This is an optimization exercise on Yosys and OpenROAD, whose aim is small area and a short achievable clock period, not a production implementation.
Function was checked by simulation only, so behaviour that the tests miss may differ from the original.
Power and IR drop assume default switching activity.

## flow/run.sh

```bash
#!/bin/bash
# synth_recipe.tcl (not shown) runs the flow's synth.tcl, then flattens the netlist and writes it again
# the make line also repeats each setting of config.mk as NAME=value (left out here)
make -C /OpenROAD-flow-scripts/flow DESIGN_CONFIG=/design/flow/config.mk WORK_HOME=/design/flow/orfs CLKGATE_MAP_FILE= SYNTH_SCRIPT=/design/flow/synth_recipe.tcl finish
```

## flow/config.mk

```make
export PLATFORM = sky130hd
export DESIGN_NAME = mm_top
export DESIGN_NICKNAME = mm_top
export VERILOG_FILES = /design/flow/design.v
export SDC_FILE = /design/flow/constraint.sdc
export NUM_CORES = 4
export LEC_CHECK = 0
export CAP_MARGIN = 20
export CORE_MARGIN = 2
export CORE_UTILIZATION = 40
export PLACE_DENSITY = 0.6
export SLEW_MARGIN = 20
export SYNTH_HIERARCHICAL = 1
```

## flow/constraint.sdc

```tcl
create_clock -name core_clock -period 8.0 [get_ports {clk}]
set_input_delay 1.6000 -clock core_clock [delete_from_list [all_inputs] [get_ports {clk}]]
set_output_delay 1.6000 -clock core_clock [all_outputs]
set_load 0.01 [all_outputs]
```

## flow/design.v

```verilog
`default_nettype none
package mm_pkg;
  localparam int ARRAY_N = 3;
  localparam int ELEM_W = 8;
  localparam int ACC_W  = 16;
  typedef logic signed [ELEM_W-1:0] elem_t;
  typedef logic signed [ACC_W-1:0]  acc_t;
  typedef enum logic [1:0] {
    SEQ_IDLE = 2'd0,
    SEQ_RUN  = 2'd1,
    SEQ_DONE = 2'd2
  } seq_state_t;
endpackage
`default_nettype wire
`default_nettype none
package mm_regs_pkg;
  localparam int AXI_ADDR_W = 8;
  localparam int AXI_DATA_W = 32;
  localparam logic [AXI_ADDR_W-1:0] REG_CTRL   = 8'h00;
  localparam logic [AXI_ADDR_W-1:0] REG_STATUS = 8'h04;
  localparam logic [AXI_ADDR_W-1:0] OPND_BASE  = 8'h40;
  localparam logic [AXI_ADDR_W-1:0] RES_BASE   = 8'h80;
  localparam int CTRL_START = 0;
  localparam int CTRL_CLEAR = 1;
  localparam int STAT_BUSY = 0;
  localparam int STAT_DONE = 1;
  localparam int STAT_FULL = 2;
  typedef enum logic [1:0] {
    RESP_OKAY   = 2'b00,
    RESP_SLVERR = 2'b10
  } axi_resp_t;
endpackage
`default_nettype wire
`default_nettype none
module mm_dot3 (
  input  wire [7:0]  i_a0, i_a1, i_a2,
  input  wire [7:0]  i_b0, i_b1, i_b2,
  output wire [15:0] o_n0,
  output wire [15:0] o_n1
);
  wire pp1;
  wire pp2;
  wire pp3;
  wire pp4;
  wire pp5;
  wire pp6;
  wire pp7;
  wire pp8;
  wire pp9;
  wire pp10;
  wire pp11;
  wire pp12;
  wire pp13;
  wire pp14;
  wire pp15;
  wire pp16;
  wire pp17;
  wire pp18;
  wire pp19;
  wire pp20;
  wire pp21;
  wire pp22;
  wire pp23;
  wire pp24;
  wire pp25;
  wire pp26;
  wire pp27;
  wire pp28;
  wire pp29;
  wire pp30;
  wire pp31;
  wire pp32;
  wire pp33;
  wire pp34;
  wire pp35;
  wire pp36;
  wire pp37;
  wire pp38;
  wire pp39;
  wire pp40;
  wire pp41;
  wire pp42;
  wire pp43;
  wire pp44;
  wire pp45;
  wire pp46;
  wire pp47;
  wire pp48;
  wire pp49;
  wire pp50;
  wire pp51;
  wire pp52;
  wire pp53;
  wire pp54;
  wire pp55;
  wire pp56;
  wire pp57;
  wire pp58;
  wire pp59;
  wire pp60;
  wire pp61;
  wire pp62;
  wire pp63;
  wire pp64;
  wire pp65;
  wire pp66;
  wire pp67;
  wire pp68;
  wire pp69;
  wire pp70;
  wire pp71;
  wire pp72;
  wire pp73;
  wire pp74;
  wire pp75;
  wire pp76;
  wire pp77;
  wire pp78;
  wire pp79;
  wire pp80;
  wire pp81;
  wire pp82;
  wire pp83;
  wire pp84;
  wire pp85;
  wire pp86;
  wire pp87;
  wire pp88;
  wire pp89;
  wire pp90;
  wire pp91;
  wire pp92;
  wire pp93;
  wire pp94;
  wire pp95;
  wire pp96;
  wire pp97;
  wire pp98;
  wire pp99;
  wire pp100;
  wire pp101;
  wire pp102;
  wire pp103;
  wire pp104;
  wire pp105;
  wire pp106;
  wire pp107;
  wire pp108;
  wire pp109;
  wire pp110;
  wire pp111;
  wire pp112;
  wire pp113;
  wire pp114;
  wire pp115;
  wire pp116;
  wire pp117;
  wire pp118;
  wire pp119;
  wire pp120;
  wire pp121;
  wire pp122;
  wire pp123;
  wire pp124;
  wire pp125;
  wire pp126;
  wire pp127;
  wire pp128;
  wire pp129;
  wire pp130;
  wire pp131;
  wire pp132;
  wire pp133;
  wire pp134;
  wire pp135;
  wire pp136;
  wire pp137;
  wire pp138;
  wire pp139;
  wire pp140;
  wire pp141;
  wire pp142;
  wire pp143;
  wire pp144;
  wire pp145;
  wire pp146;
  wire pp147;
  wire pp148;
  wire pp149;
  wire pp150;
  wire pp151;
  wire pp152;
  wire pp153;
  wire pp154;
  wire pp155;
  wire pp156;
  wire pp157;
  wire pp158;
  wire pp159;
  wire pp160;
  wire pp161;
  wire pp162;
  wire pp163;
  wire pp164;
  wire pp165;
  wire pp166;
  wire pp167;
  wire pp168;
  wire pp169;
  wire pp170;
  wire pp171;
  wire pp172;
  wire pp173;
  wire pp174;
  wire pp175;
  wire pp176;
  wire pp177;
  wire pp178;
  wire pp179;
  wire pp180;
  wire pp181;
  wire pp182;
  wire pp183;
  wire pp184;
  wire pp185;
  wire pp186;
  wire pp187;
  wire pp188;
  wire pp189;
  wire pp190;
  wire pp191;
  wire pp192;
  wire s193;
  wire c194;
  wire s195;
  wire c196;
  wire s197;
  wire c198;
  wire s199;
  wire c200;
  wire s201;
  wire c202;
  wire s203;
  wire c204;
  wire s205;
  wire c206;
  wire s207;
  wire c208;
  wire s209;
  wire c210;
  wire s211;
  wire c212;
  wire s213;
  wire c214;
  wire s215;
  wire c216;
  wire s217;
  wire c218;
  wire s219;
  wire c220;
  wire s221;
  wire c222;
  wire s223;
  wire c224;
  wire s225;
  wire c226;
  wire s227;
  wire c228;
  wire s229;
  wire c230;
  wire s231;
  wire c232;
  wire s233;
  wire c234;
  wire s235;
  wire c236;
  wire s237;
  wire c238;
  wire s239;
  wire c240;
  wire s241;
  wire c242;
  wire s243;
  wire c244;
  wire s245;
  wire c246;
  wire s247;
  wire c248;
  wire s249;
  wire c250;
  wire s251;
  wire c252;
  wire s253;
  wire c254;
  wire s255;
  wire c256;
  wire s257;
  wire c258;
  wire s259;
  wire c260;
  wire s261;
  wire c262;
  wire s263;
  wire c264;
  wire s265;
  wire c266;
  wire s267;
  wire c268;
  wire s269;
  wire c270;
  wire s271;
  wire c272;
  wire s273;
  wire c274;
  wire s275;
  wire c276;
  wire s277;
  wire c278;
  wire s279;
  wire c280;
  wire s281;
  wire c282;
  wire s283;
  wire c284;
  wire s285;
  wire c286;
  wire s287;
  wire c288;
  wire s289;
  wire c290;
  wire s291;
  wire c292;
  wire s293;
  wire c294;
  wire s295;
  wire c296;
  wire s297;
  wire c298;
  wire s299;
  wire c300;
  wire s301;
  wire c302;
  wire s303;
  wire c304;
  wire s305;
  wire c306;
  wire s307;
  wire c308;
  wire s309;
  wire c310;
  wire s311;
  wire c312;
  wire s313;
  wire c314;
  wire s315;
  wire c316;
  wire s317;
  wire c318;
  wire s319;
  wire c320;
  wire s321;
  wire c322;
  wire s323;
  wire c324;
  wire s325;
  wire c326;
  wire s327;
  wire c328;
  wire s329;
  wire c330;
  wire s331;
  wire c332;
  wire s333;
  wire c334;
  wire s335;
  wire c336;
  wire s337;
  wire c338;
  wire s339;
  wire c340;
  wire s341;
  wire c342;
  wire s343;
  wire c344;
  wire s345;
  wire c346;
  wire s347;
  wire c348;
  wire s349;
  wire c350;
  wire s351;
  wire c352;
  wire s353;
  wire c354;
  wire s355;
  wire c356;
  wire s357;
  wire c358;
  wire s359;
  wire c360;
  wire s361;
  wire c362;
  wire s363;
  wire c364;
  wire s365;
  wire c366;
  wire s367;
  wire c368;
  wire s369;
  wire c370;
  wire s371;
  wire c372;
  wire s373;
  wire c374;
  wire s375;
  wire c376;
  wire s377;
  wire c378;
  wire s379;
  wire c380;
  wire s381;
  wire c382;
  wire s383;
  wire c384;
  wire s385;
  wire c386;
  wire s387;
  wire c388;
  wire s389;
  wire c390;
  wire s391;
  wire c392;
  wire s393;
  wire c394;
  wire s395;
  wire c396;
  wire s397;
  wire c398;
  wire s399;
  wire c400;
  wire s401;
  wire c402;
  wire s403;
  wire c404;
  wire s405;
  wire c406;
  wire s407;
  wire c408;
  wire s409;
  wire c410;
  wire s411;
  wire c412;
  wire s413;
  wire c414;
  wire s415;
  wire c416;
  wire s417;
  wire c418;
  wire s419;
  wire c420;
  wire s421;
  wire c422;
  wire s423;
  wire c424;
  wire s425;
  wire c426;
  wire s427;
  wire c428;
  wire s429;
  wire c430;
  wire s431;
  wire c432;
  wire s433;
  wire c434;
  wire s435;
  wire c436;
  wire s437;
  wire c438;
  wire s439;
  wire c440;
  wire s441;
  wire c442;
  wire s443;
  wire c444;
  wire s445;
  wire c446;
  wire s447;
  wire c448;
  wire s449;
  wire c450;
  wire s451;
  wire c452;
  wire s453;
  wire c454;
  wire s455;
  wire c456;
  wire s457;
  wire c458;
  wire s459;
  wire c460;
  wire s461;
  wire c462;
  wire s463;
  wire c464;
  wire s465;
  wire c466;
  wire s467;
  wire c468;
  wire s469;
  wire c470;
  wire s471;
  wire c472;
  wire s473;
  wire c474;
  wire s475;
  wire c476;
  wire s477;
  wire c478;
  wire s479;
  wire c480;
  wire s481;
  wire c482;
  wire s483;
  wire c484;
  wire s485;
  wire c486;
  wire s487;
  wire c488;
  wire s489;
  wire c490;
  wire s491;
  wire c492;
  wire s493;
  wire c494;
  wire s495;
  wire c496;
  wire s497;
  wire c498;
  wire s499;
  wire c500;
  wire s501;
  wire c502;
  wire s503;
  wire s504;
  wire c505;
  wire s506;
  wire c507;
  wire s508;
  wire c509;
  wire s510;
  wire c511;
  wire s512;
  wire c513;
  wire s514;
  wire c515;
  wire s516;
  wire c517;
  wire s518;
  wire c519;
  wire s520;
  wire c521;
  wire s522;
  wire c523;
  wire s524;
  wire c525;
  wire s526;
  wire c527;
  wire s528;
  wire c529;
  wire s530;
  wire c531;
  wire s532;
  wire c533;
  wire s534;
  assign pp1 = ~(i_a0[0] & i_b0[0]);
  assign pp2 = ~(i_a0[0] & i_b0[1]);
  assign pp3 = ~(i_a0[0] & i_b0[2]);
  assign pp4 = ~(i_a0[0] & i_b0[3]);
  assign pp5 = ~(i_a0[0] & i_b0[4]);
  assign pp6 = ~(i_a0[0] & i_b0[5]);
  assign pp7 = ~(i_a0[0] & i_b0[6]);
  assign pp8 = i_a0[0] & i_b0[7];
  assign pp9 = ~(i_a0[1] & i_b0[0]);
  assign pp10 = ~(i_a0[1] & i_b0[1]);
  assign pp11 = ~(i_a0[1] & i_b0[2]);
  assign pp12 = ~(i_a0[1] & i_b0[3]);
  assign pp13 = ~(i_a0[1] & i_b0[4]);
  assign pp14 = ~(i_a0[1] & i_b0[5]);
  assign pp15 = ~(i_a0[1] & i_b0[6]);
  assign pp16 = i_a0[1] & i_b0[7];
  assign pp17 = ~(i_a0[2] & i_b0[0]);
  assign pp18 = ~(i_a0[2] & i_b0[1]);
  assign pp19 = ~(i_a0[2] & i_b0[2]);
  assign pp20 = ~(i_a0[2] & i_b0[3]);
  assign pp21 = ~(i_a0[2] & i_b0[4]);
  assign pp22 = ~(i_a0[2] & i_b0[5]);
  assign pp23 = ~(i_a0[2] & i_b0[6]);
  assign pp24 = i_a0[2] & i_b0[7];
  assign pp25 = ~(i_a0[3] & i_b0[0]);
  assign pp26 = ~(i_a0[3] & i_b0[1]);
  assign pp27 = ~(i_a0[3] & i_b0[2]);
  assign pp28 = ~(i_a0[3] & i_b0[3]);
  assign pp29 = ~(i_a0[3] & i_b0[4]);
  assign pp30 = ~(i_a0[3] & i_b0[5]);
  assign pp31 = ~(i_a0[3] & i_b0[6]);
  assign pp32 = i_a0[3] & i_b0[7];
  assign pp33 = ~(i_a0[4] & i_b0[0]);
  assign pp34 = ~(i_a0[4] & i_b0[1]);
  assign pp35 = ~(i_a0[4] & i_b0[2]);
  assign pp36 = ~(i_a0[4] & i_b0[3]);
  assign pp37 = ~(i_a0[4] & i_b0[4]);
  assign pp38 = ~(i_a0[4] & i_b0[5]);
  assign pp39 = ~(i_a0[4] & i_b0[6]);
  assign pp40 = i_a0[4] & i_b0[7];
  assign pp41 = ~(i_a0[5] & i_b0[0]);
  assign pp42 = ~(i_a0[5] & i_b0[1]);
  assign pp43 = ~(i_a0[5] & i_b0[2]);
  assign pp44 = ~(i_a0[5] & i_b0[3]);
  assign pp45 = ~(i_a0[5] & i_b0[4]);
  assign pp46 = ~(i_a0[5] & i_b0[5]);
  assign pp47 = ~(i_a0[5] & i_b0[6]);
  assign pp48 = i_a0[5] & i_b0[7];
  assign pp49 = ~(i_a0[6] & i_b0[0]);
  assign pp50 = ~(i_a0[6] & i_b0[1]);
  assign pp51 = ~(i_a0[6] & i_b0[2]);
  assign pp52 = ~(i_a0[6] & i_b0[3]);
  assign pp53 = ~(i_a0[6] & i_b0[4]);
  assign pp54 = ~(i_a0[6] & i_b0[5]);
  assign pp55 = ~(i_a0[6] & i_b0[6]);
  assign pp56 = i_a0[6] & i_b0[7];
  assign pp57 = i_a0[7] & i_b0[0];
  assign pp58 = i_a0[7] & i_b0[1];
  assign pp59 = i_a0[7] & i_b0[2];
  assign pp60 = i_a0[7] & i_b0[3];
  assign pp61 = i_a0[7] & i_b0[4];
  assign pp62 = i_a0[7] & i_b0[5];
  assign pp63 = i_a0[7] & i_b0[6];
  assign pp64 = ~(i_a0[7] & i_b0[7]);
  assign pp65 = ~(i_a1[0] & i_b1[0]);
  assign pp66 = ~(i_a1[0] & i_b1[1]);
  assign pp67 = ~(i_a1[0] & i_b1[2]);
  assign pp68 = ~(i_a1[0] & i_b1[3]);
  assign pp69 = ~(i_a1[0] & i_b1[4]);
  assign pp70 = ~(i_a1[0] & i_b1[5]);
  assign pp71 = ~(i_a1[0] & i_b1[6]);
  assign pp72 = i_a1[0] & i_b1[7];
  assign pp73 = ~(i_a1[1] & i_b1[0]);
  assign pp74 = ~(i_a1[1] & i_b1[1]);
  assign pp75 = ~(i_a1[1] & i_b1[2]);
  assign pp76 = ~(i_a1[1] & i_b1[3]);
  assign pp77 = ~(i_a1[1] & i_b1[4]);
  assign pp78 = ~(i_a1[1] & i_b1[5]);
  assign pp79 = ~(i_a1[1] & i_b1[6]);
  assign pp80 = i_a1[1] & i_b1[7];
  assign pp81 = ~(i_a1[2] & i_b1[0]);
  assign pp82 = ~(i_a1[2] & i_b1[1]);
  assign pp83 = ~(i_a1[2] & i_b1[2]);
  assign pp84 = ~(i_a1[2] & i_b1[3]);
  assign pp85 = ~(i_a1[2] & i_b1[4]);
  assign pp86 = ~(i_a1[2] & i_b1[5]);
  assign pp87 = ~(i_a1[2] & i_b1[6]);
  assign pp88 = i_a1[2] & i_b1[7];
  assign pp89 = ~(i_a1[3] & i_b1[0]);
  assign pp90 = ~(i_a1[3] & i_b1[1]);
  assign pp91 = ~(i_a1[3] & i_b1[2]);
  assign pp92 = ~(i_a1[3] & i_b1[3]);
  assign pp93 = ~(i_a1[3] & i_b1[4]);
  assign pp94 = ~(i_a1[3] & i_b1[5]);
  assign pp95 = ~(i_a1[3] & i_b1[6]);
  assign pp96 = i_a1[3] & i_b1[7];
  assign pp97 = ~(i_a1[4] & i_b1[0]);
  assign pp98 = ~(i_a1[4] & i_b1[1]);
  assign pp99 = ~(i_a1[4] & i_b1[2]);
  assign pp100 = ~(i_a1[4] & i_b1[3]);
  assign pp101 = ~(i_a1[4] & i_b1[4]);
  assign pp102 = ~(i_a1[4] & i_b1[5]);
  assign pp103 = ~(i_a1[4] & i_b1[6]);
  assign pp104 = i_a1[4] & i_b1[7];
  assign pp105 = ~(i_a1[5] & i_b1[0]);
  assign pp106 = ~(i_a1[5] & i_b1[1]);
  assign pp107 = ~(i_a1[5] & i_b1[2]);
  assign pp108 = ~(i_a1[5] & i_b1[3]);
  assign pp109 = ~(i_a1[5] & i_b1[4]);
  assign pp110 = ~(i_a1[5] & i_b1[5]);
  assign pp111 = ~(i_a1[5] & i_b1[6]);
  assign pp112 = i_a1[5] & i_b1[7];
  assign pp113 = ~(i_a1[6] & i_b1[0]);
  assign pp114 = ~(i_a1[6] & i_b1[1]);
  assign pp115 = ~(i_a1[6] & i_b1[2]);
  assign pp116 = ~(i_a1[6] & i_b1[3]);
  assign pp117 = ~(i_a1[6] & i_b1[4]);
  assign pp118 = ~(i_a1[6] & i_b1[5]);
  assign pp119 = ~(i_a1[6] & i_b1[6]);
  assign pp120 = i_a1[6] & i_b1[7];
  assign pp121 = i_a1[7] & i_b1[0];
  assign pp122 = i_a1[7] & i_b1[1];
  assign pp123 = i_a1[7] & i_b1[2];
  assign pp124 = i_a1[7] & i_b1[3];
  assign pp125 = i_a1[7] & i_b1[4];
  assign pp126 = i_a1[7] & i_b1[5];
  assign pp127 = i_a1[7] & i_b1[6];
  assign pp128 = ~(i_a1[7] & i_b1[7]);
  assign pp129 = ~(i_a2[0] & i_b2[0]);
  assign pp130 = ~(i_a2[0] & i_b2[1]);
  assign pp131 = ~(i_a2[0] & i_b2[2]);
  assign pp132 = ~(i_a2[0] & i_b2[3]);
  assign pp133 = ~(i_a2[0] & i_b2[4]);
  assign pp134 = ~(i_a2[0] & i_b2[5]);
  assign pp135 = ~(i_a2[0] & i_b2[6]);
  assign pp136 = i_a2[0] & i_b2[7];
  assign pp137 = ~(i_a2[1] & i_b2[0]);
  assign pp138 = ~(i_a2[1] & i_b2[1]);
  assign pp139 = ~(i_a2[1] & i_b2[2]);
  assign pp140 = ~(i_a2[1] & i_b2[3]);
  assign pp141 = ~(i_a2[1] & i_b2[4]);
  assign pp142 = ~(i_a2[1] & i_b2[5]);
  assign pp143 = ~(i_a2[1] & i_b2[6]);
  assign pp144 = i_a2[1] & i_b2[7];
  assign pp145 = ~(i_a2[2] & i_b2[0]);
  assign pp146 = ~(i_a2[2] & i_b2[1]);
  assign pp147 = ~(i_a2[2] & i_b2[2]);
  assign pp148 = ~(i_a2[2] & i_b2[3]);
  assign pp149 = ~(i_a2[2] & i_b2[4]);
  assign pp150 = ~(i_a2[2] & i_b2[5]);
  assign pp151 = ~(i_a2[2] & i_b2[6]);
  assign pp152 = i_a2[2] & i_b2[7];
  assign pp153 = ~(i_a2[3] & i_b2[0]);
  assign pp154 = ~(i_a2[3] & i_b2[1]);
  assign pp155 = ~(i_a2[3] & i_b2[2]);
  assign pp156 = ~(i_a2[3] & i_b2[3]);
  assign pp157 = ~(i_a2[3] & i_b2[4]);
  assign pp158 = ~(i_a2[3] & i_b2[5]);
  assign pp159 = ~(i_a2[3] & i_b2[6]);
  assign pp160 = i_a2[3] & i_b2[7];
  assign pp161 = ~(i_a2[4] & i_b2[0]);
  assign pp162 = ~(i_a2[4] & i_b2[1]);
  assign pp163 = ~(i_a2[4] & i_b2[2]);
  assign pp164 = ~(i_a2[4] & i_b2[3]);
  assign pp165 = ~(i_a2[4] & i_b2[4]);
  assign pp166 = ~(i_a2[4] & i_b2[5]);
  assign pp167 = ~(i_a2[4] & i_b2[6]);
  assign pp168 = i_a2[4] & i_b2[7];
  assign pp169 = ~(i_a2[5] & i_b2[0]);
  assign pp170 = ~(i_a2[5] & i_b2[1]);
  assign pp171 = ~(i_a2[5] & i_b2[2]);
  assign pp172 = ~(i_a2[5] & i_b2[3]);
  assign pp173 = ~(i_a2[5] & i_b2[4]);
  assign pp174 = ~(i_a2[5] & i_b2[5]);
  assign pp175 = ~(i_a2[5] & i_b2[6]);
  assign pp176 = i_a2[5] & i_b2[7];
  assign pp177 = ~(i_a2[6] & i_b2[0]);
  assign pp178 = ~(i_a2[6] & i_b2[1]);
  assign pp179 = ~(i_a2[6] & i_b2[2]);
  assign pp180 = ~(i_a2[6] & i_b2[3]);
  assign pp181 = ~(i_a2[6] & i_b2[4]);
  assign pp182 = ~(i_a2[6] & i_b2[5]);
  assign pp183 = ~(i_a2[6] & i_b2[6]);
  assign pp184 = i_a2[6] & i_b2[7];
  assign pp185 = i_a2[7] & i_b2[0];
  assign pp186 = i_a2[7] & i_b2[1];
  assign pp187 = i_a2[7] & i_b2[2];
  assign pp188 = i_a2[7] & i_b2[3];
  assign pp189 = i_a2[7] & i_b2[4];
  assign pp190 = i_a2[7] & i_b2[5];
  assign pp191 = i_a2[7] & i_b2[6];
  assign pp192 = ~(i_a2[7] & i_b2[7]);
  mm_fa u_s193 (.i_a(pp106), .i_b(pp113), .i_c(pp135), .o_s(s193), .o_c(c194));
  mm_fa u_s195 (.i_a(pp100), .i_b(pp107), .i_c(pp114), .o_s(s195), .o_c(c196));
  mm_fa u_s197 (.i_a(pp121), .i_b(pp136), .i_c(pp143), .o_s(s197), .o_c(c198));
  mm_fa u_s199 (.i_a(pp15), .i_b(pp150), .i_c(pp157), .o_s(s199), .o_c(c200));
  mm_ha u_s201 (.i_a(pp101), .i_b(pp108), .o_s(s201), .o_c(c202));
  mm_fa u_s203 (.i_a(pp115), .i_b(pp122), .i_c(pp144), .o_s(s203), .o_c(c204));
  mm_fa u_s205 (.i_a(pp151), .i_b(pp158), .i_c(pp16), .o_s(s205), .o_c(c206));
  mm_ha u_s207 (.i_a(pp102), .i_b(pp109), .o_s(s207), .o_c(c208));
  mm_fa u_s209 (.i_a(pp116), .i_b(pp123), .i_c(1'b1), .o_s(s209), .o_c(c210));
  mm_fa u_s211 (.i_a(pp12), .i_b(pp133), .i_c(pp140), .o_s(s211), .o_c(c212));
  mm_fa u_s213 (.i_a(pp105), .i_b(pp13), .i_c(pp134), .o_s(s213), .o_c(c214));
  mm_fa u_s215 (.i_a(pp141), .i_b(pp148), .i_c(pp155), .o_s(s215), .o_c(c216));
  mm_fa u_s217 (.i_a(pp162), .i_b(pp169), .i_c(pp20), .o_s(s217), .o_c(c218));
  mm_fa u_s219 (.i_a(pp14), .i_b(pp142), .i_c(pp149), .o_s(s219), .o_c(c220));
  mm_fa u_s221 (.i_a(pp156), .i_b(pp163), .i_c(pp170), .o_s(s221), .o_c(c222));
  mm_fa u_s223 (.i_a(pp177), .i_b(pp21), .i_c(pp28), .o_s(s223), .o_c(c224));
  mm_fa u_s225 (.i_a(pp35), .i_b(pp42), .i_c(pp49), .o_s(s225), .o_c(c226));
  mm_fa u_s227 (.i_a(pp7), .i_b(pp71), .i_c(1'b1), .o_s(s227), .o_c(c228));
  mm_fa u_s229 (.i_a(pp164), .i_b(pp171), .i_c(pp178), .o_s(s229), .o_c(c230));
  mm_fa u_s231 (.i_a(pp185), .i_b(pp22), .i_c(pp29), .o_s(s231), .o_c(c232));
  mm_fa u_s233 (.i_a(pp36), .i_b(pp43), .i_c(pp50), .o_s(s233), .o_c(c234));
  mm_fa u_s235 (.i_a(pp57), .i_b(pp72), .i_c(pp79), .o_s(s235), .o_c(c236));
  mm_fa u_s237 (.i_a(pp8), .i_b(pp86), .i_c(pp93), .o_s(s237), .o_c(c238));
  mm_fa u_s239 (.i_a(c194), .i_b(s195), .i_c(1'b1), .o_s(s239), .o_c(c240));
  mm_fa u_s241 (.i_a(pp165), .i_b(pp172), .i_c(pp179), .o_s(s241), .o_c(c242));
  mm_fa u_s243 (.i_a(pp186), .i_b(pp23), .i_c(pp30), .o_s(s243), .o_c(c244));
  mm_fa u_s245 (.i_a(pp37), .i_b(pp44), .i_c(pp51), .o_s(s245), .o_c(c246));
  mm_fa u_s247 (.i_a(pp58), .i_b(pp80), .i_c(pp87), .o_s(s247), .o_c(c248));
  mm_fa u_s249 (.i_a(pp94), .i_b(c196), .i_c(c198), .o_s(s249), .o_c(c250));
  mm_fa u_s251 (.i_a(c200), .i_b(s201), .i_c(s203), .o_s(s251), .o_c(c252));
  mm_fa u_s253 (.i_a(pp152), .i_b(pp159), .i_c(pp166), .o_s(s253), .o_c(c254));
  mm_fa u_s255 (.i_a(pp173), .i_b(pp180), .i_c(pp187), .o_s(s255), .o_c(c256));
  mm_fa u_s257 (.i_a(pp24), .i_b(pp31), .i_c(pp38), .o_s(s257), .o_c(c258));
  mm_fa u_s259 (.i_a(pp45), .i_b(pp52), .i_c(pp59), .o_s(s259), .o_c(c260));
  mm_fa u_s261 (.i_a(pp88), .i_b(pp95), .i_c(s209), .o_s(s261), .o_c(c262));
  mm_fa u_s263 (.i_a(c202), .i_b(c204), .i_c(c206), .o_s(s263), .o_c(c264));
  mm_fa u_s265 (.i_a(pp103), .i_b(pp110), .i_c(pp117), .o_s(s265), .o_c(c266));
  mm_fa u_s267 (.i_a(pp124), .i_b(pp160), .i_c(pp167), .o_s(s267), .o_c(c268));
  mm_fa u_s269 (.i_a(pp174), .i_b(pp181), .i_c(pp188), .o_s(s269), .o_c(c270));
  mm_fa u_s271 (.i_a(pp32), .i_b(pp39), .i_c(pp46), .o_s(s271), .o_c(c272));
  mm_fa u_s273 (.i_a(pp53), .i_b(pp60), .i_c(pp96), .o_s(s273), .o_c(c274));
  mm_fa u_s275 (.i_a(pp104), .i_b(pp111), .i_c(pp118), .o_s(s275), .o_c(c276));
  mm_fa u_s277 (.i_a(pp125), .i_b(pp168), .i_c(pp175), .o_s(s277), .o_c(c278));
  mm_fa u_s279 (.i_a(pp11), .i_b(pp132), .i_c(pp139), .o_s(s279), .o_c(c280));
  mm_fa u_s281 (.i_a(pp146), .i_b(pp153), .i_c(1'b1), .o_s(s281), .o_c(c282));
  mm_fa u_s283 (.i_a(pp147), .i_b(pp154), .i_c(pp161), .o_s(s283), .o_c(c284));
  mm_fa u_s285 (.i_a(pp19), .i_b(pp26), .i_c(pp33), .o_s(s285), .o_c(c286));
  mm_fa u_s287 (.i_a(pp5), .i_b(pp69), .i_c(pp76), .o_s(s287), .o_c(c288));
  mm_fa u_s289 (.i_a(pp27), .i_b(pp34), .i_c(pp41), .o_s(s289), .o_c(c290));
  mm_fa u_s291 (.i_a(pp6), .i_b(pp70), .i_c(pp77), .o_s(s291), .o_c(c292));
  mm_fa u_s293 (.i_a(pp84), .i_b(pp91), .i_c(pp98), .o_s(s293), .o_c(c294));
  mm_fa u_s295 (.i_a(c212), .i_b(s213), .i_c(1'b1), .o_s(s295), .o_c(c296));
  mm_fa u_s297 (.i_a(pp78), .i_b(pp85), .i_c(pp92), .o_s(s297), .o_c(c298));
  mm_fa u_s299 (.i_a(pp99), .i_b(s227), .i_c(c214), .o_s(s299), .o_c(c300));
  mm_fa u_s301 (.i_a(c216), .i_b(c218), .i_c(s193), .o_s(s301), .o_c(c302));
  mm_fa u_s303 (.i_a(s219), .i_b(s221), .i_c(s223), .o_s(s303), .o_c(c304));
  mm_fa u_s305 (.i_a(c228), .i_b(c220), .i_c(c222), .o_s(s305), .o_c(c306));
  mm_fa u_s307 (.i_a(c224), .i_b(c226), .i_c(s197), .o_s(s307), .o_c(c308));
  mm_fa u_s309 (.i_a(s199), .i_b(s229), .i_c(s231), .o_s(s309), .o_c(c310));
  mm_fa u_s311 (.i_a(s233), .i_b(s235), .i_c(s237), .o_s(s311), .o_c(c312));
  mm_fa u_s313 (.i_a(c230), .i_b(c232), .i_c(c234), .o_s(s313), .o_c(c314));
  mm_fa u_s315 (.i_a(c236), .i_b(c238), .i_c(s205), .o_s(s315), .o_c(c316));
  mm_fa u_s317 (.i_a(s241), .i_b(s243), .i_c(s245), .o_s(s317), .o_c(c318));
  mm_fa u_s319 (.i_a(s247), .i_b(c240), .i_c(s249), .o_s(s319), .o_c(c320));
  mm_fa u_s321 (.i_a(c242), .i_b(c244), .i_c(c246), .o_s(s321), .o_c(c322));
  mm_fa u_s323 (.i_a(c248), .i_b(s207), .i_c(s253), .o_s(s323), .o_c(c324));
  mm_fa u_s325 (.i_a(s255), .i_b(s257), .i_c(s259), .o_s(s325), .o_c(c326));
  mm_fa u_s327 (.i_a(s261), .i_b(c250), .i_c(c252), .o_s(s327), .o_c(c328));
  mm_fa u_s329 (.i_a(c210), .i_b(c208), .i_c(c254), .o_s(s329), .o_c(c330));
  mm_fa u_s331 (.i_a(c256), .i_b(c258), .i_c(c260), .o_s(s331), .o_c(c332));
  mm_fa u_s333 (.i_a(s265), .i_b(s267), .i_c(s269), .o_s(s333), .o_c(c334));
  mm_fa u_s335 (.i_a(s271), .i_b(s273), .i_c(c262), .o_s(s335), .o_c(c336));
  mm_fa u_s337 (.i_a(pp182), .i_b(pp189), .i_c(pp40), .o_s(s337), .o_c(c338));
  mm_fa u_s339 (.i_a(pp47), .i_b(pp54), .i_c(pp61), .o_s(s339), .o_c(c340));
  mm_fa u_s341 (.i_a(c266), .i_b(c268), .i_c(c270), .o_s(s341), .o_c(c342));
  mm_fa u_s343 (.i_a(c272), .i_b(c274), .i_c(s275), .o_s(s343), .o_c(c344));
  mm_fa u_s345 (.i_a(pp112), .i_b(pp119), .i_c(pp126), .o_s(s345), .o_c(c346));
  mm_fa u_s347 (.i_a(pp176), .i_b(pp183), .i_c(pp190), .o_s(s347), .o_c(c348));
  mm_fa u_s349 (.i_a(pp48), .i_b(pp55), .i_c(pp62), .o_s(s349), .o_c(c350));
  mm_fa u_s351 (.i_a(pp10), .i_b(pp131), .i_c(pp138), .o_s(s351), .o_c(c352));
  mm_fa u_s353 (.i_a(pp145), .i_b(pp17), .i_c(1'b1), .o_s(s353), .o_c(c354));
  mm_fa u_s355 (.i_a(pp18), .i_b(pp25), .i_c(pp4), .o_s(s355), .o_c(c356));
  mm_fa u_s357 (.i_a(pp68), .i_b(pp75), .i_c(pp82), .o_s(s357), .o_c(c358));
  mm_fa u_s359 (.i_a(pp89), .i_b(s281), .i_c(1'b1), .o_s(s359), .o_c(c360));
  mm_fa u_s361 (.i_a(pp83), .i_b(pp90), .i_c(pp97), .o_s(s361), .o_c(c362));
  mm_fa u_s363 (.i_a(c282), .i_b(c280), .i_c(s211), .o_s(s363), .o_c(c364));
  mm_fa u_s365 (.i_a(s283), .i_b(s285), .i_c(s287), .o_s(s365), .o_c(c366));
  mm_fa u_s367 (.i_a(c284), .i_b(c286), .i_c(c288), .o_s(s367), .o_c(c368));
  mm_fa u_s369 (.i_a(s215), .i_b(s217), .i_c(s289), .o_s(s369), .o_c(c370));
  mm_fa u_s371 (.i_a(s291), .i_b(s293), .i_c(s295), .o_s(s371), .o_c(c372));
  mm_fa u_s373 (.i_a(c290), .i_b(c292), .i_c(c294), .o_s(s373), .o_c(c374));
  mm_fa u_s375 (.i_a(s225), .i_b(s297), .i_c(c296), .o_s(s375), .o_c(c376));
  mm_fa u_s377 (.i_a(s299), .i_b(s301), .i_c(s303), .o_s(s377), .o_c(c378));
  mm_fa u_s379 (.i_a(c298), .i_b(c300), .i_c(s239), .o_s(s379), .o_c(c380));
  mm_fa u_s381 (.i_a(c302), .i_b(c304), .i_c(s305), .o_s(s381), .o_c(c382));
  mm_fa u_s383 (.i_a(s307), .i_b(s309), .i_c(s311), .o_s(s383), .o_c(c384));
  mm_fa u_s385 (.i_a(c306), .i_b(c308), .i_c(c310), .o_s(s385), .o_c(c386));
  mm_fa u_s387 (.i_a(c312), .i_b(s313), .i_c(s315), .o_s(s387), .o_c(c388));
  mm_fa u_s389 (.i_a(s251), .i_b(s317), .i_c(s319), .o_s(s389), .o_c(c390));
  mm_fa u_s391 (.i_a(c314), .i_b(c316), .i_c(c318), .o_s(s391), .o_c(c392));
  mm_fa u_s393 (.i_a(s263), .i_b(s321), .i_c(s323), .o_s(s393), .o_c(c394));
  mm_fa u_s395 (.i_a(s325), .i_b(c320), .i_c(s327), .o_s(s395), .o_c(c396));
  mm_fa u_s397 (.i_a(c264), .i_b(c322), .i_c(c324), .o_s(s397), .o_c(c398));
  mm_fa u_s399 (.i_a(c326), .i_b(s329), .i_c(s331), .o_s(s399), .o_c(c400));
  mm_fa u_s401 (.i_a(s333), .i_b(s335), .i_c(c328), .o_s(s401), .o_c(c402));
  mm_fa u_s403 (.i_a(s277), .i_b(s337), .i_c(s339), .o_s(s403), .o_c(c404));
  mm_fa u_s405 (.i_a(c330), .i_b(c332), .i_c(c334), .o_s(s405), .o_c(c406));
  mm_fa u_s407 (.i_a(s341), .i_b(s343), .i_c(c336), .o_s(s407), .o_c(c408));
  mm_fa u_s409 (.i_a(c276), .i_b(c278), .i_c(c338), .o_s(s409), .o_c(c410));
  mm_fa u_s411 (.i_a(c340), .i_b(s345), .i_c(s347), .o_s(s411), .o_c(c412));
  mm_fa u_s413 (.i_a(s349), .i_b(c342), .i_c(c344), .o_s(s413), .o_c(c414));
  mm_fa u_s415 (.i_a(pp120), .i_b(pp127), .i_c(pp184), .o_s(s415), .o_c(c416));
  mm_fa u_s417 (.i_a(pp191), .i_b(pp56), .i_c(pp63), .o_s(s417), .o_c(c418));
  mm_fa u_s419 (.i_a(c346), .i_b(c348), .i_c(c350), .o_s(s419), .o_c(c420));
  mm_fa u_s421 (.i_a(pp130), .i_b(pp137), .i_c(pp2), .o_s(s421), .o_c(c422));
  mm_fa u_s423 (.i_a(pp3), .i_b(pp67), .i_c(pp74), .o_s(s423), .o_c(c424));
  mm_fa u_s425 (.i_a(pp81), .i_b(s353), .i_c(1'b1), .o_s(s425), .o_c(c426));
  mm_fa u_s427 (.i_a(c354), .i_b(c352), .i_c(s279), .o_s(s427), .o_c(c428));
  mm_fa u_s429 (.i_a(s355), .i_b(s357), .i_c(s359), .o_s(s429), .o_c(c430));
  mm_fa u_s431 (.i_a(c356), .i_b(c358), .i_c(c360), .o_s(s431), .o_c(c432));
  mm_fa u_s433 (.i_a(s361), .i_b(s363), .i_c(s365), .o_s(s433), .o_c(c434));
  mm_fa u_s435 (.i_a(c362), .i_b(c364), .i_c(c366), .o_s(s435), .o_c(c436));
  mm_fa u_s437 (.i_a(s367), .i_b(s369), .i_c(s371), .o_s(s437), .o_c(c438));
  mm_fa u_s439 (.i_a(c368), .i_b(c370), .i_c(s373), .o_s(s439), .o_c(c440));
  mm_fa u_s441 (.i_a(s375), .i_b(c372), .i_c(s377), .o_s(s441), .o_c(c442));
  mm_fa u_s443 (.i_a(c374), .i_b(c376), .i_c(s379), .o_s(s443), .o_c(c444));
  mm_fa u_s445 (.i_a(c378), .i_b(s381), .i_c(s383), .o_s(s445), .o_c(c446));
  mm_fa u_s447 (.i_a(c380), .i_b(c382), .i_c(s385), .o_s(s447), .o_c(c448));
  mm_fa u_s449 (.i_a(c384), .i_b(s387), .i_c(s389), .o_s(s449), .o_c(c450));
  mm_fa u_s451 (.i_a(c386), .i_b(c388), .i_c(s391), .o_s(s451), .o_c(c452));
  mm_fa u_s453 (.i_a(s393), .i_b(c390), .i_c(s395), .o_s(s453), .o_c(c454));
  mm_fa u_s455 (.i_a(c392), .i_b(s397), .i_c(c394), .o_s(s455), .o_c(c456));
  mm_fa u_s457 (.i_a(s399), .i_b(s401), .i_c(c396), .o_s(s457), .o_c(c458));
  mm_fa u_s459 (.i_a(s403), .i_b(c398), .i_c(c400), .o_s(s459), .o_c(c460));
  mm_fa u_s461 (.i_a(s405), .i_b(s407), .i_c(c402), .o_s(s461), .o_c(c462));
  mm_fa u_s463 (.i_a(c404), .i_b(s409), .i_c(s411), .o_s(s463), .o_c(c464));
  mm_fa u_s465 (.i_a(c406), .i_b(s413), .i_c(c408), .o_s(s465), .o_c(c466));
  mm_fa u_s467 (.i_a(s415), .i_b(s417), .i_c(c410), .o_s(s467), .o_c(c468));
  mm_fa u_s469 (.i_a(c412), .i_b(s419), .i_c(c414), .o_s(s469), .o_c(c470));
  mm_fa u_s471 (.i_a(pp128), .i_b(pp192), .i_c(pp64), .o_s(s471), .o_c(c472));
  mm_fa u_s473 (.i_a(c416), .i_b(c418), .i_c(c420), .o_s(s473), .o_c(c474));
  mm_fa u_s475 (.i_a(pp66), .i_b(pp73), .i_c(1'b1), .o_s(s475), .o_c(c476));
  mm_fa u_s477 (.i_a(c422), .i_b(s351), .i_c(s423), .o_s(s477), .o_c(c478));
  mm_fa u_s479 (.i_a(c424), .i_b(c426), .i_c(s427), .o_s(s479), .o_c(c480));
  mm_fa u_s481 (.i_a(c428), .i_b(s431), .i_c(c430), .o_s(s481), .o_c(c482));
  mm_fa u_s483 (.i_a(c432), .i_b(c434), .i_c(s435), .o_s(s483), .o_c(c484));
  mm_fa u_s485 (.i_a(c436), .i_b(s439), .i_c(c438), .o_s(s485), .o_c(c486));
  mm_fa u_s487 (.i_a(c440), .i_b(s443), .i_c(c442), .o_s(s487), .o_c(c488));
  mm_fa u_s489 (.i_a(c444), .i_b(s447), .i_c(c446), .o_s(s489), .o_c(c490));
  mm_fa u_s491 (.i_a(c448), .i_b(s451), .i_c(c450), .o_s(s491), .o_c(c492));
  mm_fa u_s493 (.i_a(c452), .i_b(s455), .i_c(c454), .o_s(s493), .o_c(c494));
  mm_fa u_s495 (.i_a(c456), .i_b(s459), .i_c(s461), .o_s(s495), .o_c(c496));
  mm_fa u_s497 (.i_a(s463), .i_b(c460), .i_c(s465), .o_s(s497), .o_c(c498));
  mm_fa u_s499 (.i_a(s467), .i_b(c464), .i_c(s469), .o_s(s499), .o_c(c500));
  mm_fa u_s501 (.i_a(s471), .i_b(c468), .i_c(s473), .o_s(s501), .o_c(c502));
  assign s503 = ~(c472);
  mm_fa u_s504 (.i_a(pp1), .i_b(pp129), .i_c(1'b1), .o_s(s504), .o_c(c505));
  mm_fa u_s506 (.i_a(pp9), .i_b(s475), .i_c(s421), .o_s(s506), .o_c(c507));
  mm_fa u_s508 (.i_a(c476), .i_b(s425), .i_c(s477), .o_s(s508), .o_c(c509));
  mm_fa u_s510 (.i_a(c478), .i_b(s429), .i_c(s479), .o_s(s510), .o_c(c511));
  mm_fa u_s512 (.i_a(c480), .i_b(s433), .i_c(s481), .o_s(s512), .o_c(c513));
  mm_fa u_s514 (.i_a(c482), .i_b(s437), .i_c(s483), .o_s(s514), .o_c(c515));
  mm_fa u_s516 (.i_a(c484), .i_b(s441), .i_c(s485), .o_s(s516), .o_c(c517));
  mm_fa u_s518 (.i_a(s445), .i_b(c486), .i_c(s487), .o_s(s518), .o_c(c519));
  mm_fa u_s520 (.i_a(c488), .i_b(s449), .i_c(s489), .o_s(s520), .o_c(c521));
  mm_fa u_s522 (.i_a(s453), .i_b(c490), .i_c(s491), .o_s(s522), .o_c(c523));
  mm_fa u_s524 (.i_a(s457), .i_b(c492), .i_c(s493), .o_s(s524), .o_c(c525));
  mm_fa u_s526 (.i_a(c458), .i_b(s495), .i_c(c494), .o_s(s526), .o_c(c527));
  mm_fa u_s528 (.i_a(c462), .i_b(s497), .i_c(c496), .o_s(s528), .o_c(c529));
  mm_fa u_s530 (.i_a(c466), .i_b(s499), .i_c(c498), .o_s(s530), .o_c(c531));
  mm_fa u_s532 (.i_a(c470), .i_b(s501), .i_c(c500), .o_s(s532), .o_c(c533));
  assign s534 = s503 ^ c474 ^ c502;
  assign o_n0 = {s534, s532, s530, s528, c525, c523, c521, c519, c517, c515, c513, c511, c509, c507, c505, pp65};
  assign o_n1 = {c533, c531, c529, c527, s526, s524, s522, s520, s518, s516, s514, s512, s510, s508, s506, s504};
endmodule
module mm_fa (input wire i_a, i_b, i_c, output wire o_s, o_c);
  assign o_s = i_a ^ i_b ^ i_c;
  assign o_c = (i_a & i_b) | (i_a & i_c) | (i_b & i_c);
endmodule
module mm_ha (input wire i_a, i_b, output wire o_s, o_c);
  assign o_s = i_a ^ i_b;
  assign o_c = i_a & i_b;
endmodule
`default_nettype wire
`timescale 1ns/1ps
`default_nettype none
module mm_top (
  input  logic        clk,
  input  logic        rst_n,
  input  logic        i_awvalid,
  output logic        o_awready,
  input  logic [7:0]  i_awaddr,
  input  logic        i_wvalid,
  output logic        o_wready,
  input  logic [31:0] i_wdata,
  input  logic [3:0]  i_wstrb,
  output logic        o_bvalid,
  input  logic        i_bready,
  output logic [1:0]  o_bresp,
  input  logic        i_arvalid,
  output logic        o_arready,
  input  logic [7:0]  i_araddr,
  output logic        o_rvalid,
  input  logic        i_rready,
  output logic [31:0] o_rdata,
  output logic [1:0]  o_rresp
);
  logic        bvalid_q;
  logic        bslverr_q;
  logic        start_q;
  logic        clear_q;
  logic        busy_q;
  logic        done_q;
  logic [2:0]  cnt_q;
  logic [17:0] mask_q;
  logic        newbit_q;
  logic        full;
  logic        accept;
  logic        wr_go;
  logic        wr_ctrl;
  logic        wr_opnd;
  logic [4:0]  wr_slot;
  logic        opnd_we;
  assign wr_go     = i_awvalid && i_wvalid && !bvalid_q;
  assign o_awready = wr_go;
  assign o_wready  = wr_go;
  assign wr_ctrl = (i_awaddr == 8'h00);
  assign wr_opnd = (i_awaddr[1:0] == 2'b00) &&
                   ((i_awaddr[7:6] == 2'b01) || (i_awaddr[7:3] == 5'b10000));
  assign wr_slot = i_awaddr[6:2] - 5'd16;
  assign opnd_we = wr_go && wr_opnd && !busy_q;
  always_ff @(posedge clk or negedge rst_n) begin
    if (!rst_n) begin
      bvalid_q <= 1'b0;
      start_q  <= 1'b0;
      clear_q  <= 1'b0;
    end else begin
      if (bvalid_q && i_bready) bvalid_q <= 1'b0;
      if (wr_go) bvalid_q <= 1'b1;
      start_q <= wr_go && wr_ctrl && i_wdata[0];
      clear_q <= wr_go && wr_ctrl && i_wdata[1];
    end
  end
  always_ff @(posedge clk) begin
    if (wr_go) bslverr_q <= !(wr_ctrl || (wr_opnd && !busy_q));
  end
  assign o_bvalid = bvalid_q;
  assign o_bresp  = {bslverr_q, 1'b0};
  logic [2:0] ph_i_q;
  logic [2:0] ph_j_q;
  logic [2:0] ph_j_next;
  assign ph_j_next = ph_i_q[2] ? {ph_j_q[1:0], ph_j_q[2]} : ph_j_q;
  always_ff @(posedge clk or negedge rst_n) begin
    if (!rst_n) begin
      ph_i_q <= 3'b001;
      ph_j_q <= 3'b001;
    end else begin
      ph_i_q <= {ph_i_q[1:0], ph_i_q[2]};
      ph_j_q <= ph_j_next;
    end
  end
  logic [2:0]        wr_row;
  logic [2:0]        wr_col;
  logic              wr_a;
  logic              wr_b;
  logic [7:0]        a_q [3][3];
  logic [7:0]        b_q [3][3];
  logic [7:0]        bsel_q [3];
  always_comb begin
    wr_a = opnd_we && (wr_slot < 5'd9);
    wr_b = opnd_we && (wr_slot >= 5'd9);
    for (int r = 0; r < 3; r++) begin
      wr_row[r] = 1'b0;
      wr_col[r] = 1'b0;
      for (int c = 0; c < 3; c++) begin
        wr_row[r] = wr_row[r] | (wr_slot == 5'(3 * r + c)) | (wr_slot == 5'(9 + 3 * r + c));
        wr_col[r] = wr_col[r] | (wr_slot == 5'(3 * c + r)) | (wr_slot == 5'(9 + 3 * c + r));
      end
    end
  end
  always_ff @(posedge clk) begin
    for (int k = 0; k < 3; k++) begin
      for (int g = 0; g < 3; g++) begin
        if (wr_a && wr_col[k] &&
            ((ph_i_q[0] && wr_row[(g + 1) % 3]) ||
             (ph_i_q[1] && wr_row[(g + 2) % 3]) ||
             (ph_i_q[2] && wr_row[g])))
          a_q[k][g] <= i_wdata[7:0];
        else
          a_q[k][g] <= a_q[k][(g + 1) % 3];
      end
    end
  end
  always_ff @(posedge clk) begin
    for (int r = 0; r < 3; r++)
      for (int c = 0; c < 3; c++)
        if (wr_b && wr_row[r] && wr_col[c]) b_q[r][c] <= i_wdata[7:0];
  end
  always_ff @(posedge clk) begin
    for (int k = 0; k < 3; k++)
      bsel_q[k] <= ({8{ph_j_next[0]}} & b_q[k][0]) |
                   ({8{ph_j_next[1]}} & b_q[k][1]) |
                   ({8{ph_j_next[2]}} & b_q[k][2]);
  end
  always_ff @(posedge clk or negedge rst_n) begin
    if (!rst_n) begin
      mask_q   <= '0;
      newbit_q <= 1'b0;
    end else begin
      newbit_q <= 1'b0;
      if (clear_q) begin
        mask_q <= '0;
      end else if (opnd_we) begin
        mask_q[wr_slot] <= 1'b1;
        newbit_q        <= !mask_q[wr_slot];
      end
    end
  end
  assign full = (&mask_q) && !newbit_q;
  assign accept = start_q && full && !busy_q;
  always_ff @(posedge clk or negedge rst_n) begin
    if (!rst_n) begin
      busy_q <= 1'b0;
      done_q <= 1'b0;
    end else if (accept) begin
      busy_q <= 1'b1;
      done_q <= 1'b0;
    end else if (busy_q && cnt_q == 3'd7) begin
      busy_q <= 1'b0;
      done_q <= 1'b1;
    end
  end
  always_ff @(posedge clk) begin
    if (accept) cnt_q <= 3'd0;
    else if (busy_q) cnt_q <= cnt_q + 3'd1;
  end
  logic [15:0] dot_n0;
  logic [15:0] dot_n1;
  logic [15:0] cs0_q;
  logic [15:0] cs1_q;
  logic [15:0] sum;
  logic        ring_we;
  logic [15:0] ring_q [9];
  mm_dot3 u_dot (
    .i_a0 (a_q[0][0]),
    .i_a1 (a_q[1][0]),
    .i_a2 (a_q[2][0]),
    .i_b0 (bsel_q[0]),
    .i_b1 (bsel_q[1]),
    .i_b2 (bsel_q[2]),
    .o_n0 (dot_n0),
    .o_n1 (dot_n1)
  );
  always_ff @(posedge clk) begin
    cs0_q <= dot_n0;
    cs1_q <= dot_n1;
  end
  assign sum     = ~(cs0_q + cs1_q + 16'd1);
  assign ring_we = accept || busy_q;
  always_ff @(posedge clk) begin
    ring_q[0] <= ring_we ? sum : ring_q[8];
    for (int p = 1; p < 9; p++) ring_q[p] <= ring_q[p-1];
  end
  logic        arready_q;
  logic        rvalid_q;
  logic        rslverr_q;
  logic [15:0] rdata_q;
  logic        ar_go;
  logic        rd_ctrl;
  logic        rd_stat;
  logic        rd_res;
  logic [8:0]  rd_k;
  logic [8:0]  phase;
  logic [8:0]  rd_pos;
  logic [15:0] rd_val;
  logic [15:0] rd_data;
  assign ar_go   = i_arvalid && arready_q;
  assign rd_ctrl = (i_araddr == 8'h00);
  assign rd_stat = (i_araddr == 8'h04);
  assign rd_res  = (i_araddr[7] == 1'b1) && (i_araddr[1:0] == 2'b00) &&
                   (i_araddr[6:2] <= 5'd8);
  always_comb begin
    for (int f = 0; f < 9; f++) phase[f] = ph_j_q[f / 3] && ph_i_q[f % 3];
    for (int k = 0; k < 9; k++) rd_k[k] = (i_araddr[5:2] == 4'(k));
    for (int p = 0; p < 9; p++) begin
      rd_pos[p] = 1'b0;
      for (int k = 0; k < 9; k++) rd_pos[p] = rd_pos[p] | (rd_k[k] & phase[(p + 3 * (k % 3) + k / 3 + 2) % 9]);
    end
    rd_val = '0;
    for (int p = 0; p < 9; p++) rd_val = rd_val | ({16{rd_pos[p]}} & ring_q[p]);
    rd_data = '0;
    if (rd_res) rd_data = rd_val;
    else if (rd_stat) rd_data = {13'd0, full, done_q, busy_q};
  end
  always_ff @(posedge clk or negedge rst_n) begin
    if (!rst_n) begin
      arready_q <= 1'b0;
      rvalid_q  <= 1'b0;
    end else if (ar_go) begin
      arready_q <= 1'b0;
      rvalid_q  <= 1'b1;
    end else begin
      if (rvalid_q && i_rready) rvalid_q <= 1'b0;
      arready_q <= !rvalid_q || i_rready;
    end
  end
  always_ff @(posedge clk) begin
    if (ar_go) begin
      rslverr_q <= !(rd_ctrl || rd_stat || rd_res);
      rdata_q   <= rd_data;
    end
  end
  assign o_arready = arready_q;
  assign o_rvalid  = rvalid_q;
  assign o_rresp   = {rslverr_q, 1'b0};
  assign o_rdata   = {{16{rdata_q[15]}}, rdata_q};
endmodule
`default_nettype wire
```

==> results of run 1 <==
stage by stage:
step	worst slack (ns)	utilization (%)	power (mW)	cell area, um2	cells
global placement	2.858	42.01	2.340	19520	2106
global route	3.150	45.20	4.501	21000	2184
CTS	3.373	45.21	4.393	21000	2184
detailed placement	2.778	42.01	2.344	19520	2106
floorplan	3.978	-	2.274	18820	1559
finish	3.381	45.20	4.353	21000	2184
modules after synthesis (local to each module, per instance):
module   flip-flops and latches  times used
mm_top                      397           1
mm_dot3                       0           1
mm_ha                         0           2
mm_fa                         0         168
metal layers:
metal	track usage, %	vias to the layer above	part of all wire [%]
met1	24.95	6014	44
li1	-	5389	-
met5	0	-	0
met4	6.044	0	2.6
met3	3.313	85	5.9
met2	30.83	391	48
layout make-up:
cell class                 count  share of cell area, %
timing repair buffer          76                  3.516
inverter                      55                 0.9832
clock inverter                12                 0.8640
sequential                   397                  42.92
tap                          607                  3.617
multi-input combinational    971                  41.89
clock buffer                  66                  6.215
logic make-up (layout without fill, tap and decap cells):
family / count (synthesis) / in the layout / share of synthesized area (%)
adder cells (fa/ha/maj): 194 / 194 / 19.68
other: 2 / 12 / 0.03999
XOR/XNOR: 13 / 13 / 0.6796
flip-flops: 397 / 397 / 47.98
AO/OA/AOI/OAI: 241 / 241 / 10.05
AND/OR/NAND/NOR: 426 / 426 / 10.75
multiplexers: 85 / 85 / 5.357
buffers and inverters: 191 / 209 / 5.457
cells in the final DEF (no fill, tap or decap), types with 11 or more instances in the layout:
cell type,instances
a21oi_1,19
a222oi_1,49
a22oi_1,18
a31oi_1,27
and2_1,45
clkbuf_1,11
clkbuf_16,45
clkdlybuf4s50_1,68
conb_1,12
dfrtp_1,30
dfxtp_1,275
edfxtp_1,90
fa_1,169
ha_1,25
inv_1,52
mux2_1,72
nand2_1,209
nand3_1,19
nor2_1,52
nor2b_1,17
nor3_1,18
o21ai_0,25
o22ai_1,12
power groups by stage:
stage	Clock (mW)	Combinational (mW)	Sequential, mW
global route	2.18	0.245	2.08
CTS	2.09	0.222	2.08
global placement	0	0.218	2.12
floorplan	0	0.150	2.12
detailed placement	0	0.222	2.12
finish	2.05	0.221	2.08
flip-flops by register name, summed over array words and instances, names as in the netlist:
register and count:
cs1_q 16, ph_j_q 3, clear_q 1, rvalid_q 1, newbit_q 1, rdata_q 16, ph_i_q 3, cs0_q 16
a_q 72, arready_q 1, b_q 72, cnt_q 3, start_q 1, rslverr_q 1, mask_q 18, bslverr_q 1
done_q 1, bsel_q 24, ring_q 144, busy_q 1, bvalid_q 1
worst min path at each step:
stage | startpoint | endpoint | cells past startpoint
floorplan | ring_q[5][12] | ring_q[6][12] | 0
global placement | ring_q[5][12] | ring_q[6][12] | 0
detailed placement | ring_q[0][2] | ring_q[1][2] | 0
CTS | ring_q[3][7] | ring_q[4][7] | 0
global route | ring_q[0][4] | ring_q[1][4] | 0
finish | ring_q[2][4] | ring_q[3][4] | 0
==> run notes, run 1 <==
CP startpoint kind input pin; Final Skew 0.01809 ns; Post-Syn Area 18,780 um2; iteration-0 DRC count of the detailed router 1,017; period utilization 57.74%; Worst IR Drop VDD 159.7 uV; ys flop type dfxtp_1; Total GRT Usage 18.67%; Pint 3.423 mW; Fillers 4,266; Reg area 9011 um2; synth unique cells 89; combinational share of power 5.1%; status complete, no violations; Synth area leader dfxtp_1; vias in the first global route 12,390; Register-to-Register Path Depth 8; total clock buffers created by CTS 42; chip height 220.7 um; worst setup path startpoint i_awaddr[2]; ANT cells 0; clock buffer depth 3; RD Place Congestion 0.8710; Seq/Total Area, Yosys 47.98%; RSZ-0062 raised after global routing no; Slew Viols, Final 0; Crit Path Max Fanout 12; Crit. path cell count 7; Die Area 48,700 um2; DP Wirelength 30.37 mm; setup TNS 0 ns; HP Class reg -> reg; worst path bufs/invs 1; Worst R2R Start bsel_q[1][3]; clock latency at the later pin of the worst-skew pair 0.56 ns; Leak Pwr 7.435 nW; I/O Pins 100; Required @ worst endpoint 8.43 ns; ANT nets after route 0; starting density of the core 40.42%; Slowest cell on crit path clkdlybuf4s50_1; ys async rst share 8.060%; Synth Area per Inst 12.12 um2; maxcap violations 0; headroom to the max-slew limit 27.88%; clock root cell clkbuf_16; cell family with the largest share of critical-path delay simple AND/OR/NAND/NOR gates; Avg WL per Cell 20.22 um; main area contributors after synthesis dfxtp_1, fa_1, edfxtp_1; worst hold slack 0.3462 ns; synthesized flop and latch total 397; FMAX 216.5 MHz; Area Overhead vs Synth 11.81%; crit path kind in -> reg; core area 46,460 um2; largest net degree at the start of global routing 35; hold buffer count at cts 0; post-DR vias/cell 5.439; Finish-stage setup viols 0; post-CTS setup buffers 0; CTS tree done; # rows 79; Vias 11,880; Sw Ratio 21.37%; yosys synthesis warning count 15; post-route minimum period 4.619 ns; layout cell share with drive strength beyond 1 6.658%; Post-Syn Instances 1,549; Reg2Reg Setup Slack 3.74 ns; final hold vios 0; cts repair resizes 0; Port Buffers 69; routed wire length 44.16 mm; EDFF count, synth 90; Slew @ Worst Pin 1.082 ns; net switching power 0.9301 mW; first-pass GRT wire length 70.06 mm; Clock power frac 47.2%; CP endpoint kind register; Remaining DRCs 0; Worst R2R End cs1_q[10]; Critical Path AT 5.05 ns; Synth top cells by count dfxtp_1, nand2_1, fa_1; final net count 1,796; multi-input logic area 8796 um2; grt ovf 0; Seq pwr share 47.8%; die width 220.7 um; H-Tree Depth 2; Setup crit end a_q[7][7]; most frequent cell after synthesis dfxtp_1; Synth top area share 29.32%; clock-pin slew on the worst setup and hold paths 0.06 ns; sinks on the clock net 397; initial antenna violation count 0; pwr dens 207.3 nW/um2; cells along the critical path clkdlybuf4s50_1, ha_1, o22ai_1, o32a_1, nand4b_1, nor2b_1, mux2_1; CP max stage delay 0.84 ns; TritonRoute pass-1 iters 7
==> run 2: changes to the inputs <==
--- a/flow/config.mk
+++ b/flow/config.mk
@@ -7,6 +7,8 @@
 export LEC_CHECK = 0
+export ABC_CLOCK_PERIOD_IN_PS = 4000
 export CAP_MARGIN = 20
 export CORE_MARGIN = 2
-export CORE_UTILIZATION = 40
-export PLACE_DENSITY = 0.6
+export CORE_UTILIZATION = 60
+export PLACE_DENSITY = 0.7
+export SETUP_SLACK_MARGIN = 4.5
 export SLEW_MARGIN = 20
==> run 2 against run 1 <==
  * Via count up 5.3%
  * Clock-buffer cell count down 13
  * Routed wire length up 4.0%
  * Maximum frequency up 19%
  * Cell count down 6.0%
  * Synthesized area unchanged
  * Still clean
==> run notes, run 2 <==
yosys synthesis warning count 15 (unchanged); iteration-0 DRC count of the detailed router 1,489 (+46%); Worst IR Drop VDD 202.7 uV (+27%); most frequent cell after synthesis dfxtp_1; Seq/Total Area, Yosys 47.98% (unchanged); CTS tree done; Fillers 1,978 (-54%); most frequent cells in the layout dfxtp_1, nand2_1, fa_1; final hold vios 0 (unchanged); Total GRT Usage 27.81% (+9.1 points); largest net degree at the start of global routing 33 (-5.7%); met1 wire length 18.44 mm (-4.3%); Synth top cells by count dfxtp_1, nand2_1, fa_1; H-Tree Depth 2 (unchanged); maxcap violations 0 (unchanged); period utilization 48.66% (-9.1 points); # rows 64 (-19%); I/O Pins 100 (unchanged); Area Overhead vs Synth 18.82%; clock root cell clkbuf_16; Avg WL per Cell 22.38 um (+11%); Synth Area per Inst 12.12 um2 (unchanged); core area 30,670 um2 (-34%); Slew Viols, Final 0 (unchanged); synthesized flop and latch total 397 (unchanged); ANT cells 0 (unchanged); ANT nets after route 0 (unchanged); cell family with the largest share of critical-path delay adder cells; crit path kind reg -> reg; fin worst setup slack 4.107 ns (+0.7265 ns); setup TNS 0 ns (unchanged); net switching power 0.9194 mW (-1.2%); Finish-stage setup viols 0 (unchanged); headroom to the max-slew limit 42.78% (+15 points); CP startpoint kind register; worst slack at placement 2.649 ns (-0.1291 ns); Top Metal Used met4; Synth area leader dfxtp_1; most frequent CP cell fa_1; CP max stage delay 0.56 ns (-0.28 ns); chip height 180.9 um (-18%); Critical Path AT 4.30 ns (-0.75 ns); Post-Syn Instances 1,549 (unchanged); Post-Syn Area 18,780 um2 (unchanged); Sw Ratio 22.24% (+0.87 points); Final Skew 0.02292 ns (+0.004824 ns); clock latency at the later pin of the worst-skew pair 0.54 ns (-0.02 ns); Seq pwr share 49.9% (+2.1 points); final net count 1,879 (+4.6%); EDFF count, synth 90 (unchanged); Remaining DRCs 0 (unchanged); Required @ worst endpoint 8.40 ns (-0.03 ns); ys flop type dfxtp_1; clock-pin slew on the worst setup and hold paths 0.06 ns (about the same); pwr dens 185.3 nW/um2 (-11%); die width 180.9 um (-18%); Leak Pwr 7.957 nW (+7.0%); Vias 12,510 (+5.3%); RD Place Congestion 0.8620 (-1.0%); total clock buffers created by CTS 40 (-4.8%); worst path bufs/invs 0 (-1); starting density of the core 61.23% (+21 points); Crit Path Max Fanout 5 (-7); first-pass GRT wire length 71.17 mm (+1.6%); layout cell share with drive strength beyond 1 24.64% (+18 points); vias in the first global route 12,770 (+3.1%); TritonRoute pass-1 iters 6 (-1); Top Registers ring_q x144, a_q x72, b_q x72; Synth top area share 29.32% (unchanged); Die Area 32,730 um2 (-33%); Slew @ Worst Pin 0.8583 ns (-0.2235 ns); main area contributors after synthesis dfxtp_1, fa_1, edfxtp_1; met3 wire length 3.453 mm (+32%); DP Wirelength 28.74 mm (-5.4%); Slowest cell on crit path fa_2; post-DR vias/cell 6.096 (+12%); routed wire length 45.92 mm (+4.0%); Largest register FFs 144 (unchanged); grt ovf 0 (unchanged); initial antenna violation count 0 (unchanged); RSZ-0062 raised after global routing yes; FMAX 256.9 MHz (+19%); commonest non-fill, non-tap cell in the layout dfxtp_1; Port Buffers 69 (unchanged); clock buffer depth 3 (unchanged); combinational share of power 6.0% (+0.9 points); worst hold slack 0.3452 ns (-0.001012 ns); CP endpoint kind register; sinks on the clock net 397 (unchanged); Reg with most FFs ring_q; Pint 3.215 mW (-6.1%); Clock power frac 44.1% (-3.1 points); post-route minimum period 3.893 ns (-0.7265 ns); status complete, no violations; HP Class reg -> reg; synth unique cells 89 (unchanged); ys async rst share 8.060% (unchanged); Met2 Wirelength 22.41 mm (+6.1%); cells along the critical path and2_4, fa_1, fa_2, fa_1, fa_1, fa_2, fa_1, fa_1
## run 2: logic make-up after synthesis
family	Yosys count	share of synthesized area, %
other cells	2	0.03999
mux	85	5.357
compound gates	241	10.05
fa+ha+maj	194	19.68
flops	397	47.98
simple gates	426	10.75
xor+xnor	13	0.6796
buf+inv	191	5.457
## run 2: area by class of cell
type | count | area (um2) | share of cell area, %
Sequential cell | 397 | 9184 | 41.16
Timing Repair Buffer | 160 | 1592 | 7.133
Multi-Input combinational cell | 972 | 9540 | 42.76
Clock buffer | 53 | 1112 | 4.985
Inverter | 55 | 216.5 | 0.9701
Tap cell | 396 | 495.5 | 2.221
Clock inverter | 19 | 172.7 | 0.7738
## run 2: routing by layer
layer	track usage [%]	vias up
li1	-	5542
met1	37.12	6236
met2	46.80	600
met3	4.273	130
met4	9.387	0
met5	0	-
## run 2: timing repair
| item | 4_1_cts | 5_1_grt |
|---|---|---|
| setup endpoints to repair | 180 | 179 |
| gates resized for setup | 210 | 54 |
| hold buffers | 0 | 0 |
| pin swaps | 35 | 29 |
| cloned | 2 | 1 |
| setup buffers | 75 | 3 |
| hold endpoints to repair | 0 | 0 |
## run 2: worst paths after layout
| kind | from | endpoint | slack (ns) | depth (start not counted) |
|---|---|---|---|---|
| max | a_q[3][7] | cs1_q[10] | 4.11 | 8 |
| min | ring_q[2][1] | ring_q[3][1] | 0.35 | 0 |
| max reg2reg | a_q[3][7] | cs1_q[10] | 4.11 | 8 |
| min reg2reg | ring_q[2][1] | ring_q[3][1] | 0.35 | 0 |
| max in group asynchronous | rst_n | ph_j_q[0] | 6.18 | 2 |
| min in group asynchronous | rst_n | bvalid_q | 1.45 | 2 |
## run 2: metrics by stage
stage	instance area, um2	total power [mW]	util (%)	cells
after floorplan	19270	2.280	-	1559
after global placement	19630	2.342	64.00	1899
after detailed placement	19630	2.348	64.00	1899
after CTS	22160	4.142	72.26	2048
after global routing	22310	4.260	72.75	2052
final	22310	4.135	72.75	2052
## run 2: per-module statistics from Yosys (local to each module, per instance)
module   area [um2]  cells inside  times used  flops+latches
mm_dot3        1202           248           1              0
mm_fa         20.02             1         168              0
mm_ha         12.51             1           2              0
mm_top        14190          1131           1            397
## run 2: power by group through the flow
stage	clock [mW]	sequential (mW)	combinational, mW
floorplan	0	2.12	0.156
global placement	0	2.12	0.221
detailed placement	0	2.12	0.226
CTS	1.84	2.06	0.239
global route	1.93	2.06	0.268
finish	1.82	2.06	0.246

-- afterwards: timing with drivers on the ports --
How much do the figures lean on ideal ports? The routed layouts below were timed once more, with nothing changed but the port constraints.
Step 1 (the two cells are an assumption about what drives the block):
set clk [get_ports {clk}]
set_driving_cell -lib_cell sky130_fd_sc_hd__clkbuf_16 $clk
set_driving_cell -lib_cell sky130_fd_sc_hd__buf_2 [delete_from_list [all_inputs] $clk]
Step 2 also shifts input and output timing later by t, the mid clock arrival at the registers, as if the neighbouring blocks saw the same clock.
Slacks: ideal ports / drivers / drivers and shift; pairs: ideal ports / drivers.
| run | t, ns | setup slack, ns | worst register clock-pin slew, ns |
|---|---|---|---|
| run 1 | 0.605 | 3.381 / 3.406 / 2.801 | 0.07 / 0.07 |
| run 2 | 0.577 | 4.107 / 4.107 / 4.045 | 0.07 / 0.07 |
After both steps setup and hold are still met in every run listed. The setup slack of run 1, which loses most, moves by +0.025 ns with the drivers and by -0.580 ns with both steps.
